What follows belongs to an exercise in optimizing a design on an open flow for a short achievable clock period and few clock cycles; a production flow would make more cautious choices.
At most, simulation tests tie the RTL to the original design; equivalence was not proved.
No driver is modelled on the clock port, so clocking that relies on it looks cheaper here than on a real chip.
No activity file was given, so power comes from the tool's default toggle rates.

## scene_fetch
module scene_fetch #(
  parameter int unsigned MAX_PEND = 4
) (
  input  logic                 clk,
  input  logic                 reset,
  input  logic                 start,
  input  logic [31:0]          base_addr,
  output logic                 avm_m0_read,
  output logic [31:0]          avm_m0_address,
  output logic [1:0]           avm_m0_byteenable,
  input  logic                 avm_m0_waitrequest,
  input  logic [15:0]          avm_m0_readdata,
  input  logic                 avm_m0_readdatavalid,
  output logic [191:0]         o_ray,
  output logic                 o_ray_valid,
  output logic [287:0]         o_tri,
  output logic [31:0]          o_tri_index,
  output logic                 o_tri_valid,
  input  logic                 i_tri_ready,
  output logic                 o_tri_last,
  output logic [31:0]          o_tri_cnt,
  output logic                 o_busy,
  output logic                 o_done
);
For scale: about 2100 cells after synthesis, roughly 1000 flip-flops, ~34000 um^2 of cells after synthesis.
==> flow/config.mk <==
export PLATFORM = sky130hd
export DESIGN_NAME = scene_fetch
export DESIGN_NICKNAME = scene_fetch
export VERILOG_FILES = /design/flow/design.v
export SDC_FILE = /design/flow/constraint.sdc
export NUM_CORES = 4
export LEC_CHECK = 0
export ABC_CLOCK_PERIOD_IN_PS = 2500
export CAP_MARGIN = 20
export CORE_MARGIN = 2
export CORE_UTILIZATION = 40
export SETUP_SLACK_MARGIN = 5
export SLEW_MARGIN = 20
==> flow/constraint.sdc <==
create_clock -name core_clock -period 8.0 [get_ports {clk}]
set_input_delay 1.6000 -clock core_clock [delete_from_list [all_inputs] [get_ports {clk}]]
set_output_delay 1.6000 -clock core_clock [all_outputs]
set_load 0.01 [all_outputs]
standard.sh (not shown) runs the stock make flow with config.mk's settings and CLKGATE_MAP_FILE= SYNTH_SCRIPT=/design/flow/synth_recipe.tcl, a recipe that flattens the netlist after the stock synthesis.
==> flow/flow/run.sh <==
#!/bin/bash
# Standard ORFS layout with four changes: timing repair aims for 5.5 ns of setup slack;
# before detailed placement, the registers that drive output ports are moved next to their
# port buffers (flow/pre_dp.tcl); clock sinks are clustered 25 per leaf buffer within
# 100 um; and the clock tree's root buffer is removed after CTS (flow/pre_cts.tcl) so the
# clock port drives the 4 first-level buffers directly. ORFS writes each step's log under
# orfs/logs; make's output goes to flow_make.log.
set -euo pipefail
bash standard.sh SETUP_SLACK_MARGIN=5.5 CTS_CLUSTER_SIZE=25 CTS_CLUSTER_DIAMETER=100 \
  PRE_DETAIL_PLACE_TCL="$PWD/flow/pre_dp.tcl" PRE_CTS_TCL="$PWD/flow/pre_cts.tcl" \
  finish > flow_make.log 2>&1
Other scripts of this flow, unchanged in this note and not shown: flow/flow/pre_cts.tcl, flow/flow/pre_dp.tcl
The first run ran to the end with no violations.
Edit:
--- a/flow/design.v
+++ b/flow/design.v
@@ -39,13 +39,13 @@
   output logic        read_o,
   output logic [31:0] address_o
 );
   localparam logic [5:0] SPACE = 6'(2 * rt_pkg::TRI_HWORDS);
   logic [1:0]  ph_q, ph_d;
   logic        read_q, read_d;
-  logic [31:0] addr_q;
+  logic [31:0] addr_q, addr_h;
   logic [4:0]  hw_q, hw_d;
   logic [31:0] left_q;               
   logic        dec_q, dec_d;         
   logic [2:0]  pend_q, pend_d;
   logic [5:0]  space_q, space_d;     
   logic        sdec_q, sdec_d;       
@@ -136,14 +136,20 @@
       space_q <= space_d;
       sdec_q  <= sdec_d;
       nz_q    <= nz_d;
     end
   end
   always_ff @(posedge clk) begin
-    if (load_i)      addr_q <= load_addr_i;
-    else if (acc)    addr_q <= addr_q + 32'd2;
+    if (!reset)      addr_q <= '0;
+    else if (load_i) addr_q <= load_addr_i;
+    else if (acc)    addr_q <= addr_h + 32'd2;
+    else             addr_q <= addr_h;
+  end
+  always_ff @(posedge clk) begin
+    if (load_i)      addr_h <= load_addr_i;
+    else if (acc)    addr_h <= addr_h + 32'd2;
     if (cnt_i)       left_q <= cnt_val_i;
     else if (dec_q)  left_q <= left_q - 32'd1;
   end
   assign read_o    = read_q;
   assign address_o = addr_q;
 endmodule
@@ -178,13 +184,13 @@
   logic         rx_tri_q, rx_tri_d;
   logic [4:0]   rx_hw_q, rx_hw_d;
   logic [287:0] rec_q, rec_d;
   logic         full_q, full_d;      
   logic         lo_nz_q;             
   logic         h11_q, h12_q, h13_q, t17_q;
-  logic         ray_ld_q, cnt_ld_q, zero_q, tri_ld_q;
+  logic         ray_ld_q, cnt_ld_q, zero_q, nz_q, tri_ld_q;
   logic [191:0] ray_q;
   logic         ray_valid_q, ray_valid_d;
   logic [31:0]  cnt_q;
   logic [287:0] tri_q;
   logic         tri_valid_q, tri_valid_d;
   logic [31:0]  idx_q, ld_q;         
@@ -207,14 +213,14 @@
   assign tri_ld  = (full_q && !tri_valid_q) || (rdv && t17_q && !tri_valid_q);
   avm_read_issuer #(.MAX_PEND(MAX_PEND)) u_issuer (
     .clk           (clk),
     .reset         (reset),
     .load_i        (load),
     .load_addr_i   (base_addr),
-    .nz_i          (nz_ev),
-    .zero_i        (zero_ev),
+    .nz_i          (nz_q),
+    .zero_i        (zero_q),
     .cnt_i         (cnt_ld_q),
     .cnt_val_i     (rec_q[287:256]),
     .take_i        (take_q),
     .rsp_i         (rdv),
     .waitrequest_i (avm_m0_waitrequest),
     .read_o        (avm_m0_read),
@@ -256,12 +262,13 @@
       h13_q       <= 1'b0;
       t17_q       <= 1'b0;
       full_q      <= 1'b0;
       ray_ld_q    <= 1'b0;
       cnt_ld_q    <= 1'b0;
       zero_q      <= 1'b0;
+      nz_q        <= 1'b0;
       tri_ld_q    <= 1'b0;
       ray_valid_q <= 1'b0;
       tri_valid_q <= 1'b0;
       take_q      <= 1'b0;
     end else begin
       busy_q      <= load || (busy_q && !done_q);
@@ -273,12 +280,13 @@
       h13_q       <= !rx_tri_d && (rx_hw_d == 5'd13);
       t17_q       <= rx_tri_d && (rx_hw_d == 5'd17);
       full_q      <= full_d;
       ray_ld_q    <= ray_ld;
       cnt_ld_q    <= cnt_ld;
       zero_q      <= zero_ev;
+      nz_q        <= nz_ev;
       tri_ld_q    <= tri_ld;
       ray_valid_q <= ray_valid_d;
       tri_valid_q <= tri_valid_d;
       take_q      <= handshake;
     end
   end
=> Global-route usage increases by 0.31 points. Sequential power goes up by a few percent. Worst hold slack gets worse by 0.026 ns. Via count rose by a few percent. Setup slack improved by 0.039 ns. Flip-flop and latch count came out higher by 33. Total power rises by a few percent. Die area goes up by a few percent.
No functional check of the RTL was part of any run of this note.

* * *

== R ==
Another version of the RTL of scene_fetch (not shown whole).
Size in the first run: about 1000 flip-flops, ~640 I/O pins.
==> module avm_read_issuer, before the edit <==
module avm_read_issuer #(
  parameter int unsigned MAX_PEND = 4
) (
  input  logic        clk,
  input  logic        reset,
  input  logic        load_i,         
  input  logic [31:0] load_addr_i,
  input  logic        nz_i,           
  input  logic        zero_i,         
  input  logic        cnt_i,          
  input  logic [31:0] cnt_val_i,
  input  logic        take_i,         
  input  logic        rsp_i,          
  input  logic        waitrequest_i,
  output logic        read_o,
  output logic [31:0] address_o
);
  localparam logic [5:0] SPACE = 6'(2 * rt_pkg::TRI_HWORDS);
  logic [1:0]  ph_q, ph_d;
  logic        read_q, read_d;
  logic [31:0] addr_q, addr_h;
  logic [4:0]  hw_q, hw_d;
  logic        left_one;             
  logic        dec_q, dec_d;         
  logic [2:0]  pend_q, pend_d;
  logic [5:0]  space_q, space_d;     
  logic        sdec_q, sdec_d;       
  logic [5:0]  space;                
  logic        nz_q, nz_d;           
  logic        acc;
  logic        hw_last, rec_last, nz;
  logic        can_acc, can_noacc;
  logic        pend_ok_acc, pend_ok_noacc;
  assign acc      = read_q && !waitrequest_i;
  assign hw_last  = (ph_q == rt_pkg::IssHdr) ? (hw_q == 5'd13) : (hw_q == 5'd17);
  assign rec_last = left_one;
  assign nz       = nz_q || nz_i;
  assign space    = space_q - 6'(sdec_q);
  always_comb begin
    can_acc   = 1'b0;
    can_noacc = 1'b0;
    unique case (ph_q)
      rt_pkg::IssHdr: begin
        can_acc   = !hw_last || nz;
        can_noacc = 1'b1;
      end
      rt_pkg::IssWait: begin
        can_acc   = 1'b0;
        can_noacc = nz_i;
      end
      rt_pkg::IssTri: begin
        can_acc   = !(hw_last && rec_last) && (space > 6'd1);
        can_noacc = (space != 6'd0);
      end
      default: ;
    endcase
  end
  assign pend_ok_acc   = rsp_i || (pend_q < 3'(MAX_PEND - 1));
  assign pend_ok_noacc = rsp_i || (pend_q < 3'(MAX_PEND));
  always_comb begin
    if (read_q) read_d = waitrequest_i || (can_acc && pend_ok_acc);
    else        read_d = can_noacc && pend_ok_noacc;
    ph_d    = ph_q;
    hw_d    = hw_q;
    dec_d   = 1'b0;
    space_d = space + (take_i ? 6'(rt_pkg::TRI_HWORDS) : 6'd0);
    sdec_d  = acc && (ph_q == rt_pkg::IssTri);
    pend_d  = pend_q + 3'(acc) - 3'(rsp_i);
    nz_d    = nz_q || nz_i;
    if (acc) begin
      hw_d = hw_last ? 5'd0 : hw_q + 5'd1;
      if (ph_q == rt_pkg::IssHdr && hw_last) begin
        ph_d    = nz ? rt_pkg::IssTri : rt_pkg::IssWait;
      end
      if (ph_q == rt_pkg::IssTri) begin
        if (hw_last) begin
          dec_d = 1'b1;
          if (rec_last) ph_d = rt_pkg::IssEnd;
        end
      end
    end
    if (ph_q == rt_pkg::IssWait) begin
      if (nz_i)   ph_d = rt_pkg::IssTri;
      if (zero_i) ph_d = rt_pkg::IssEnd;
    end
    if (load_i) begin
      read_d  = 1'b1;
      ph_d    = rt_pkg::IssHdr;
      hw_d    = '0;
      pend_d  = '0;
      nz_d    = 1'b0;
      space_d = SPACE;
      sdec_d  = 1'b0;
    end
  end
  always_ff @(posedge clk) begin
    if (!reset) begin
      read_q  <= 1'b0;
      ph_q    <= rt_pkg::IssEnd;
      hw_q    <= '0;
      dec_q   <= 1'b0;
      pend_q  <= '0;
      space_q <= '0;
      sdec_q  <= 1'b0;
      nz_q    <= 1'b0;
    end else begin
      read_q  <= read_d;
      ph_q    <= ph_d;
      hw_q    <= hw_d;
      dec_q   <= dec_d;
      pend_q  <= pend_d;
      space_q <= space_d;
      sdec_q  <= sdec_d;
      nz_q    <= nz_d;
    end
  end
  always_ff @(posedge clk) begin
    if (!reset)      addr_q <= '0;
    else if (load_i) addr_q <= load_addr_i;
    else if (acc)    addr_q <= addr_h + 32'd2;
    else             addr_q <= addr_h;
  end
  always_ff @(posedge clk) begin
    if (load_i)      addr_h <= load_addr_i;
    else if (acc)    addr_h <= addr_h + 32'd2;
  end
  rec_countdown u_left (
    .clk    (clk),
    .reset  (reset),
    .load_i (cnt_i),
    .val_i  (cnt_val_i),
    .dec_i  (dec_q),
    .one_o  (left_one)
  );
  assign read_o    = read_q;
  assign address_o = addr_q;
endmodule
export LEC_CHECK = 0
export ABC_CLOCK_PERIOD_IN_PS = 2500
export CAP_MARGIN = 20
export CORE_MARGIN = 2
export CORE_UTILIZATION = 40
export SETUP_SLACK_MARGIN = 5
export SLEW_MARGIN = 20
create_clock -name core_clock -period 8.0 [get_ports {clk}]
==> flow/flow/run.sh <==
#!/bin/bash
# Standard ORFS layout with five changes: timing repair aims for 5.5 ns of setup slack;
# the port buffers are buf_4 cells (still one buffer per port, as the standard flow does);
# before detailed placement, the registers that drive output ports are moved next to their
# port buffers (flow/pre_dp.tcl); clock sinks are clustered 25 per leaf buffer within
# 100 um; and the clock tree's root buffer is removed after CTS (flow/pre_cts.tcl) so the
# clock port drives the 4 first-level buffers directly. ORFS writes each step's log under
# orfs/logs; make's output goes to flow_make.log.
set -euo pipefail
bash standard.sh SETUP_SLACK_MARGIN=5.5 CTS_CLUSTER_SIZE=25 CTS_CLUSTER_DIAMETER=100 \
  BUFFER_PORTS_ARGS="-buffer_cell sky130_fd_sc_hd__buf_4" PRE_DETAIL_PLACE_TCL="$PWD/flow/pre_dp.tcl" PRE_CTS_TCL="$PWD/flow/pre_cts.tcl" \
  finish > flow_make.log 2>&1
Other scripts of this flow, unchanged in this note and not shown: flow/flow/pre_cts.tcl, flow/flow/pre_dp.tcl
> inputs changed (R -> S)
--- a/flow/design.v
+++ b/flow/design.v
@@ -43,5 +43,8 @@
   logic [1:0]  ph_q, ph_d;
   logic        read_q, read_d;
-  logic [31:0] addr_q, addr_h;
+  logic [31:0] addr_q;
+  logic        b0_q, wrap;
+  logic [3:0]  lo_q, lo_nxt;
+  logic [26:0] hi_q, hi_nxt, hp1_q;
   logic [4:0]  hw_q, hw_d;
   logic        left_one;             
@@ -109,5 +112,5 @@
     end
     if (load_i) begin
-      read_d  = 1'b1;
+      read_d  = (load_addr_i[4:1] != 4'hF);
       ph_d    = rt_pkg::IssHdr;
       hw_d    = '0;
@@ -139,13 +142,22 @@
     end
   end
+  assign wrap     = (lo_q == 4'hF);
+  assign lo_nxt   = acc ? lo_q + 4'd1 : lo_q;
+  assign hi_nxt   = (acc && wrap) ? hp1_q : hi_q;
   always_ff @(posedge clk) begin
     if (!reset)      addr_q <= '0;
     else if (load_i) addr_q <= load_addr_i;
-    else if (acc)    addr_q <= addr_h + 32'd2;
-    else             addr_q <= addr_h;
+    else             addr_q <= {hi_nxt, lo_nxt, b0_q};
   end
   always_ff @(posedge clk) begin
-    if (load_i)      addr_h <= load_addr_i;
-    else if (acc)    addr_h <= addr_h + 32'd2;
+    if (load_i) begin
+      b0_q <= load_addr_i[0];
+      lo_q <= load_addr_i[4:1];
+      hi_q <= load_addr_i[31:5];
+    end else begin
+      lo_q <= lo_nxt;
+      hi_q <= hi_nxt;
+    end
+    hp1_q <= hi_q + 27'd1;
   end
   rec_countdown u_left (
- S | stages: all done | timing, DRC, antenna: all pass
- Compared to R, S was floorplanned on a bigger die.
- Between S and R, routed wire length on met3 is higher for R, S comes in under that.
- The lower number of non-clock buffers in the layout came out of S.
- From R to S, final count of hold timing violations did not move at all.
- The lower count of instances resized after the clock tree is built of S and R is in S.
- S — maximum VDD drop 2.5% lower, R as reference
- S: initial antenna violation count is 2 lower than what R reported.
- Changes observed in S relative to R: wire length of the first global-routing pass now sits lower; area after synthesis rose about 3%; power grew by 0.92%; post-route met1 wirelength fell 2800 um.
- Going from R to S, final design instance area without fill now sits higher; xor/xnor cell area share of the yosys netlist now sits at about the same level.
Testbench counts of S, summed over its fixed seeds: cycles 89,225.
Function not checked in R: the RTL went through the layout flow alone.

separate check: timing with driven ports:
Ports are ideal in the flow. The routed layouts listed here were re-timed in OpenROAD.
Step 1 sets driving cells, clkbuf_16 on the clock port and buf_2 on the other inputs (assumed; they add their load-dependent delay and slew).
Step 2 adds t to the input delays and takes it off the output delays; t is the mean of the earliest and latest rising clock arrival at the registers after step 1. Input paths then give back, and output paths get back, about the clock's delay inside the block.
a / b / c = ideal / step 1 / step 2; a / b = the first two.
run | t (ns) | setup WS [ns] | clock arrival spread, ns | worst register clock-pin slew, ns
the first run of note 1 | 0.544 | 5.303 / 5.211 / 4.705 | 0.019 / 0.018 | 0.11 / 0.11
the second run of note 1 | 0.560 | 5.342 / 5.231 / 4.750 | 0.026 / 0.025 | 0.11 / 0.11
R | 0.567 | 5.195 / 5.239 / 4.679 | 0.046 / 0.045 | 0.11 / 0.11
S | 0.566 | 5.340 / 5.237 / 4.840 | 0.031 / 0.030 | 0.11 / 0.11
After both steps every run listed still meets setup and hold. For the first run of note 1, which loses most, drivers alone change the setup slack by -0.092 ns; drivers and shift together by -0.598 ns.
